Source: an optimization exercise on an open RTL-to-GDS flow (aim: small area, a short achievable clock period and few clock cycles per item). Production flows keep margins and buffers that such runs may drop.

==> flow/design.v <==
`default_nettype none
`default_nettype wire
`default_nettype none
package cpu_pkg;
    typedef logic [16-1:0]  word_t;
    typedef logic [16-1:0]  addr_t;
    typedef logic [25-1:0] dram_addr_t;
    typedef logic [3:0]                  reg_idx_t;
    typedef enum logic [3:0] {
        OP_ADD  = 4'd0,
        OP_SUB  = 4'd1,
        OP_AND  = 4'd2,
        OP_OR   = 4'd3,
        OP_XOR  = 4'd4,
        OP_SHL  = 4'd5,
        OP_SHR  = 4'd6,
        OP_ADDI = 4'd7,
        OP_LDI  = 4'd8,
        OP_LD   = 4'd9,
        OP_ST   = 4'd10,
        OP_BRZ  = 4'd11
    } opcode_e;
    typedef enum logic [2:0] {
        IDLE,
        FETCH_INSTR,
        WAIT_INSTR,
        INSTR_OUT,
        FETCH_DATA,
        WAIT_DATA,
        DATA_OUT
    } seq_state_e;
endpackage
`default_nettype wire
`timescale 1ns/1ps
`default_nettype none
module cpu_top (
    input  wire         clk,
    input  wire         rst,
    output logic [24:0] dram_addr,
    output logic        dram_write_en,
    output logic [15:0] dram_write_data,
    input  wire  [15:0] dram_read_data,
    output logic [15:0] pc,
    output logic        retire
);
    logic [15:0] regs [16];
    logic [15:0] rv;                  
    logic [15:0] zf;                  
    logic [15:0] fa;                  
    logic        f0, f1, f2;          
    logic        lq0, lq1, lq2;       
    logic [3:0]  lq0_rd, lq1_rd, lq2_rd;
    logic        ev;                  
    logic        ei;                  
    logic        e_addsub, e_sub, e_and, e_or, e_xor, e_shl, e_shr, e_passa;
    logic        e_ld, e_st, e_wr;    
    logic        e_mem;               
    logic        e_taken;             
    logic        e_skip1, e_skip2;    
    logic        e_redir;             
    logic [3:0]  e_rd;
    logic [15:0] e_a, e_b;            
    logic        s_mem;               
    logic        st_wen;              
    logic        s_tgt;               
    logic        s_fa;                
    logic [15:0] e_res;
    logic [15:0] e_sum;
    logic [15:0] e_bx;
    logic [15:0] e_p, e_g;
    logic [15:0] e_shx, e_shy, e_shyr;
    logic [15:0] e_other;
    logic        res_zero;
    logic        e_wen;
    logic        smc_hit;
    logic        flush;
    logic [15:0] pc1;
    assign e_bx    = e_b ^ {16{e_sub}};
    assign e_sum   = e_a + e_bx + {15'd0, e_sub};
    assign e_p     = e_a ^ e_bx;
    assign e_g     = e_a & e_bx;
    always_comb begin
        for (int i = 0; i < 16; i++) e_shx[i] = e_shr ? e_a[15 - i] : e_a[i];
    end
    assign e_shy = e_shx << e_b[3:0];
    always_comb begin
        for (int i = 0; i < 16; i++) e_shyr[i] = e_shy[15 - i];
    end
    assign e_other = ({16{e_and}}   & e_g)         |
                     ({16{e_or}}    & (e_p | e_g)) |
                     ({16{e_xor}}   & e_p)         |
                     ({16{e_shl}}   & e_shy)       |
                     ({16{e_shr}}   & e_shyr)      |
                     ({16{e_passa}} & e_a);
    assign e_res   = e_addsub ? e_sum : e_other;
    logic [15:0] zk;
    logic [15:0] m_l;
    logic        z_as, z_and, z_or, z_xor, z_sh, z_pa;
    assign zk    = {e_p[14:0] | e_g[14:0], e_sub};
    assign z_as  = (e_p == zk);
    assign z_and = (e_g == 16'h0000);
    assign z_or  = ((e_p | e_g) == 16'h0000);
    assign z_xor = (e_p == 16'h0000);
    always_comb begin
        for (int i = 0; i < 16; i++) begin
            m_l[i] = (5'(i) + {1'b0, e_b[3:0]}) <= 5'd15;    
        end
    end
    assign z_sh  = ((e_shx & m_l) == 16'h0000);
    assign z_pa  = (e_a == 16'h0000);
    assign res_zero = (e_addsub & z_as) | (e_and & z_and) | (e_or & z_or) | (e_xor & z_xor) |
                      ((e_shl | e_shr) & z_sh) | (e_passa & z_pa);
    assign e_wen   = (ev && e_wr) || ei;
    assign pc1     = pc + 16'd1;
    assign smc_hit = (e_a[15:2] == pc[15:2]) || (e_a[15:2] == fa[15:2]) ||
                     ((e_a == 16'h0000) && (pc >= 16'hF7FC));
    assign flush   = st_wen && smc_hit;
    assign dram_addr       = {9'd0, ({16{s_mem}}         & e_a) |
                                    ({16{s_tgt}}         & e_b) |
                                    ({16{s_fa}}          & fa)};
    assign dram_write_en   = st_wen;
    assign dram_write_data = e_b;
    assign retire          = ev;
    logic [15:0] ins;
    logic [3:0]  d_op, d_rd, d_rs, d_rt;
    logic        d_uses_rs, d_uses_rt, d_br, d_wr, d_mem;
    logic        haz;
    logic        kill_d;
    logic        go;
    logic        replay;
    logic [15:0] d_addr;
    logic [15:0] d_tgt;
    logic [15:0] ra, rb;
    logic        rz;
    assign ins  = dram_read_data;
    assign d_op = ins[15:12];
    assign d_rd = ins[11:8];
    assign d_rs = ins[7:4];
    assign d_rt = ins[3:0];
    assign d_uses_rs = (d_op <= 4'd7) || (d_op == 4'd9) || (d_op == 4'd10);
    assign d_uses_rt = (d_op <= 4'd6) || (d_op == 4'd10);
    assign d_br      = (d_op == 4'd11);
    assign d_wr      = (d_op <= 4'd9);
    assign d_mem     = (d_op == 4'd9) || (d_op == 4'd10);
    function automatic logic clash(input logic v, input logic [3:0] r,
                                   input logic urs, input logic urt, input logic ubr,
                                   input logic uwr, input logic [3:0] s, input logic [3:0] t,
                                   input logic [3:0] d);
        clash = v && ((urs && s == r) || (urt && t == r) || ((ubr || uwr) && d == r));
    endfunction
    assign haz = clash(e_ld, e_rd,   d_uses_rs, d_uses_rt, d_br, d_wr, d_rs, d_rt, d_rd) ||
                 clash(lq0,  lq0_rd, d_uses_rs, d_uses_rt, d_br, d_wr, d_rs, d_rt, d_rd) ||
                 clash(lq1,  lq1_rd, d_uses_rs, d_uses_rt, d_br, d_wr, d_rs, d_rt, d_rd);
    assign e_redir = e_taken && !e_skip1 && !e_skip2;
    assign kill_d  = e_taken || flush;
    assign go     = f2 && !kill_d && !haz;
    assign replay = f2 && !kill_d && haz;
    assign d_addr = ev ? pc1 : pc;
    logic [15:0] pc2, t_base;
    logic [8:0]  t_lo;
    logic [7:0]  t_hi, t_hi_p, t_hi_m;
    logic        t_up, t_dn;
    assign pc2    = pc + 16'd2;
    assign t_base = ev ? pc2 : pc1;
    assign t_hi_p = t_base[15:8] + 8'd1;
    assign t_hi_m = t_base[15:8] - 8'd1;
    assign t_lo   = {1'b0, t_base[7:0]} + {1'b0, ins[7:0]};
    assign t_up   = t_lo[8] && !ins[7];
    assign t_dn   = !t_lo[8] && ins[7];
    assign t_hi   = t_up ? t_hi_p : (t_dn ? t_hi_m : t_base[15:8]);
    assign d_tgt  = {t_hi, t_lo[7:0]};
    logic [15:0] sel_s, sel_t, sel_d;
    logic [15:0] rf_s, rf_t;
    logic        rf_z;
    always_comb begin
        rf_s = 16'h0000;
        rf_t = 16'h0000;
        rf_z = 1'b0;
        for (int i = 0; i < 16; i++) begin
            sel_s[i] = rv[i] && (d_rs == 4'(i));
            sel_t[i] = rv[i] && (d_rt == 4'(i));
            sel_d[i] = (d_rd == 4'(i));
            rf_s = rf_s | ({16{sel_s[i]}} & regs[i]);
            rf_t = rf_t | ({16{sel_t[i]}} & regs[i]);
            rf_z = rf_z | (sel_d[i] && (!rv[i] || zf[i]));
        end
        if (e_wen && e_rd == d_rs) ra = e_res;
        else                       ra = rf_s;
        if (e_wen && e_rd == d_rt) rb = e_res;
        else                       rb = rf_t;
        if (e_wen && e_rd == d_rd) rz = res_zero;
        else                       rz = rf_z;
    end
    logic [15:0] fa_next;
    logic        fa_next_ok;
    logic [15:0] tgt1, fa1;
    logic        d_taken;
    logic        d_skip1, d_skip2;
    logic        d_tgt_ok;
    assign tgt1 = e_b + 16'd1;
    assign fa1  = fa + 16'd1;
    always_comb begin
        if (e_redir)               fa_next = tgt1;
        else if (flush || replay)  fa_next = d_addr;
        else if (!e_mem)           fa_next = fa1;
        else                       fa_next = fa;
        if (e_redir)               fa_next_ok = (tgt1[15:11] != 5'b11111);
        else if (flush || replay)  fa_next_ok = (d_addr[15:11] != 5'b11111);
        else if (!e_mem)           fa_next_ok = (fa1[15:11] != 5'b11111);
        else                       fa_next_ok = (fa[15:11] != 5'b11111);
    end
    assign d_taken  = go && d_br && rz;
    assign d_skip1  = (ins[7:0] == 8'd1) && f1;
    assign d_skip2  = (ins[7:0] == 8'd2) && f1 && f0;
    assign d_tgt_ok = t_up ? (t_hi_p[7:3] != 5'b11111) :
                      (t_dn ? (t_hi_m[7:3] != 5'b11111) : (t_base[15:11] != 5'b11111));
    always_ff @(posedge clk) begin
        if (!rst) begin
            pc      <= 16'h0000;
            fa      <= 16'h0000;
            f0      <= 1'b0;
            f1      <= 1'b0;
            f2      <= 1'b0;
            lq0     <= 1'b0;
            lq1     <= 1'b0;
            lq2     <= 1'b0;
            ev      <= 1'b0;
            ei      <= 1'b0;
            e_ld    <= 1'b0;
            e_st    <= 1'b0;
            e_mem   <= 1'b0;
            e_taken <= 1'b0;
            e_skip1 <= 1'b0;
            e_skip2 <= 1'b0;
            s_mem   <= 1'b0;
            st_wen  <= 1'b0;
            s_tgt   <= 1'b0;
            s_fa    <= 1'b1;
            rv      <= 16'h0000;
        end else begin
            if (ev) pc <= e_taken ? e_b : pc1;
            fa <= fa_next;
            if (e_redir) begin
                f0 <= 1'b1;
                f1 <= 1'b0;
                f2 <= 1'b0;
            end else if (flush || replay) begin
                f0 <= 1'b0;
                f1 <= 1'b0;
                f2 <= 1'b0;
            end else begin
                f0 <= !e_mem;
                f1 <= f0;
                f2 <= f1 && !e_skip2;
            end
            lq0 <= e_ld;
            lq1 <= lq0;
            lq2 <= lq1;
            ev      <= go;
            ei      <= lq2;
            e_ld    <= go && (d_op == 4'd9);
            e_st    <= go && (d_op == 4'd10);
            e_mem   <= go && d_mem;
            e_taken <= d_taken;
            e_skip1 <= d_taken && d_skip1;
            e_skip2 <= d_taken && d_skip2;
            s_mem   <= go && d_mem && (ra[15:11] != 5'b11111);
            st_wen  <= go && (d_op == 4'd10) && (ra[15:11] != 5'b11111);
            s_tgt   <= d_taken && !d_skip1 && !d_skip2 && d_tgt_ok;
            s_fa    <= !(go && d_mem) && !(d_taken && !d_skip1 && !d_skip2) &&
                       fa_next_ok;
            if (e_wen) rv[e_rd] <= 1'b1;
        end
    end
    always_ff @(posedge clk) begin
        lq0_rd <= e_rd;
        lq1_rd <= lq0_rd;
        lq2_rd <= lq1_rd;
        if (e_wen) begin
            regs[e_rd] <= e_res;
            zf[e_rd]   <= res_zero;
        end
        e_addsub <= !lq2 && ((d_op == 4'd0) || (d_op == 4'd1) || (d_op == 4'd7));
        e_sub    <= !lq2 && (d_op == 4'd1);
        e_and    <= !lq2 && (d_op == 4'd2);
        e_or     <= !lq2 && (d_op == 4'd3);
        e_xor    <= !lq2 && (d_op == 4'd4);
        e_shl    <= !lq2 && (d_op == 4'd5);
        e_shr    <= !lq2 && (d_op == 4'd6);
        e_passa  <= lq2 || (d_op == 4'd8);
        e_wr     <= (d_op <= 4'd8);
        e_rd     <= lq2 ? lq2_rd : d_rd;
        if (lq2)                 e_a <= dram_read_data;
        else if (d_op == 4'd8)   e_a <= {8'h00, ins[7:0]};
        else                     e_a <= ra;
        if (d_op == 4'd7)        e_b <= {{12{ins[3]}}, ins[3:0]};
        else if (d_br)           e_b <= d_tgt;
        else                     e_b <= rb;
    end
endmodule
`default_nettype wire
==> flow/config.mk <==
export PLATFORM = sky130hd
export DESIGN_NAME = cpu_top
export DESIGN_NICKNAME = cpu_top
export VERILOG_FILES = /design/flow/design.v
export SDC_FILE = /design/flow/constraint.sdc
export NUM_CORES = 4
export LEC_CHECK = 0
export CAP_MARGIN = 20
export CORE_MARGIN = 2
export CORE_UTILIZATION = 40
export PLACE_DENSITY = 0.6
export SETUP_SLACK_MARGIN = 4.1
export SLEW_MARGIN = 20
==> flow/constraint.sdc <==
create_clock -name core_clock -period 7.5 [get_ports {clk}]
set_input_delay 1.5000 -clock core_clock [delete_from_list [all_inputs] [get_ports {clk}]]
set_output_delay 1.5000 -clock core_clock [all_outputs]
set_load 0.01 [all_outputs]
run.sh (not shown) runs the stock make flow with config.mk's settings and CLKGATE_MAP_FILE= SYNTH_SCRIPT=/design/flow/synth_recipe.tcl, a recipe that flattens the netlist after the stock synthesis.
Then changed:
--- a/flow/design.v
+++ b/flow/design.v
@@ -154,23 +154,11 @@
     assign e_redir = e_taken && !e_skip1 && !e_skip2;
     assign kill_d  = e_taken || flush;
     assign go     = f2 && !kill_d && !haz;
     assign replay = f2 && !kill_d && haz;
     assign d_addr = ev ? pc1 : pc;
-    logic [15:0] pc2, t_base;
-    logic [8:0]  t_lo;
-    logic [7:0]  t_hi, t_hi_p, t_hi_m;
-    logic        t_up, t_dn;
-    assign pc2    = pc + 16'd2;
-    assign t_base = ev ? pc2 : pc1;
-    assign t_hi_p = t_base[15:8] + 8'd1;
-    assign t_hi_m = t_base[15:8] - 8'd1;
-    assign t_lo   = {1'b0, t_base[7:0]} + {1'b0, ins[7:0]};
-    assign t_up   = t_lo[8] && !ins[7];
-    assign t_dn   = !t_lo[8] && ins[7];
-    assign t_hi   = t_up ? t_hi_p : (t_dn ? t_hi_m : t_base[15:8]);
-    assign d_tgt  = {t_hi, t_lo[7:0]};
+    assign d_tgt  = d_addr + 16'd1 + {{8{ins[7]}}, ins[7:0]};
     logic [15:0] sel_s, sel_t, sel_d;
     logic [15:0] rf_s, rf_t;
     logic        rf_z;
     always_comb begin
         rf_s = 16'h0000;
@@ -210,12 +198,11 @@
         else                       fa_next_ok = (fa[15:11] != 5'b11111);
     end
     assign d_taken  = go && d_br && rz;
     assign d_skip1  = (ins[7:0] == 8'd1) && f1;
     assign d_skip2  = (ins[7:0] == 8'd2) && f1 && f0;
-    assign d_tgt_ok = t_up ? (t_hi_p[7:3] != 5'b11111) :
-                      (t_dn ? (t_hi_m[7:3] != 5'b11111) : (t_base[15:11] != 5'b11111));
+    assign d_tgt_ok = (d_tgt[15:11] != 5'b11111);
     always_ff @(posedge clk) begin
         if (!rst) begin
             pc      <= 16'h0000;
             fa      <= 16'h0000;
             f0      <= 1'b0;
=> The changed run completed with no timing, DRC or antenna violations; hold slack is about the same; cell area is lower by about 2%; register-to-register slack stays flat; via count is lower by 4.5%; sequential share of layout area is higher by 0.61 points; maximum frequency is lower by 2.6%.
Function was not checked in any run of this note: the RTL went through the layout flow alone.

## re-timing with driven ports
The results above use ideal ports. As a check the final layouts listed here were re-extracted and re-timed, cells and wires unchanged.
Step 1, drivers: a clkbuf_16 drives clk and a buf_2 each remaining input, both assumed.
Step 2 adds t to the input delays and takes it off the output delays; t is the mean of the earliest and latest rising clock arrival at the registers after step 1. Input paths then give back, and output paths get back, about the clock's delay inside the block.
Slacks: no drivers / after step 1 / after step 2; pairs: no drivers / after step 1.
run | t, ns | setup WS [ns] | hold slack, ns | worst setup path at the end | latest minus earliest clock arrival (ns)
the first run | 0.645 | 4.019 / 3.979 / 3.335 | 0.425 / 0.425 / 0.425 | input to register | 0.035 / 0.035
the second run | 0.635 | 3.925 / 3.866 / 3.418 | 0.424 / 0.424 / 0.424 | input to register | 0.016 / 0.015
After both steps every run listed still meets setup and hold. For the first run, which loses most, drivers alone change the setup slack by -0.040 ns; drivers and shift together by -0.684 ns.
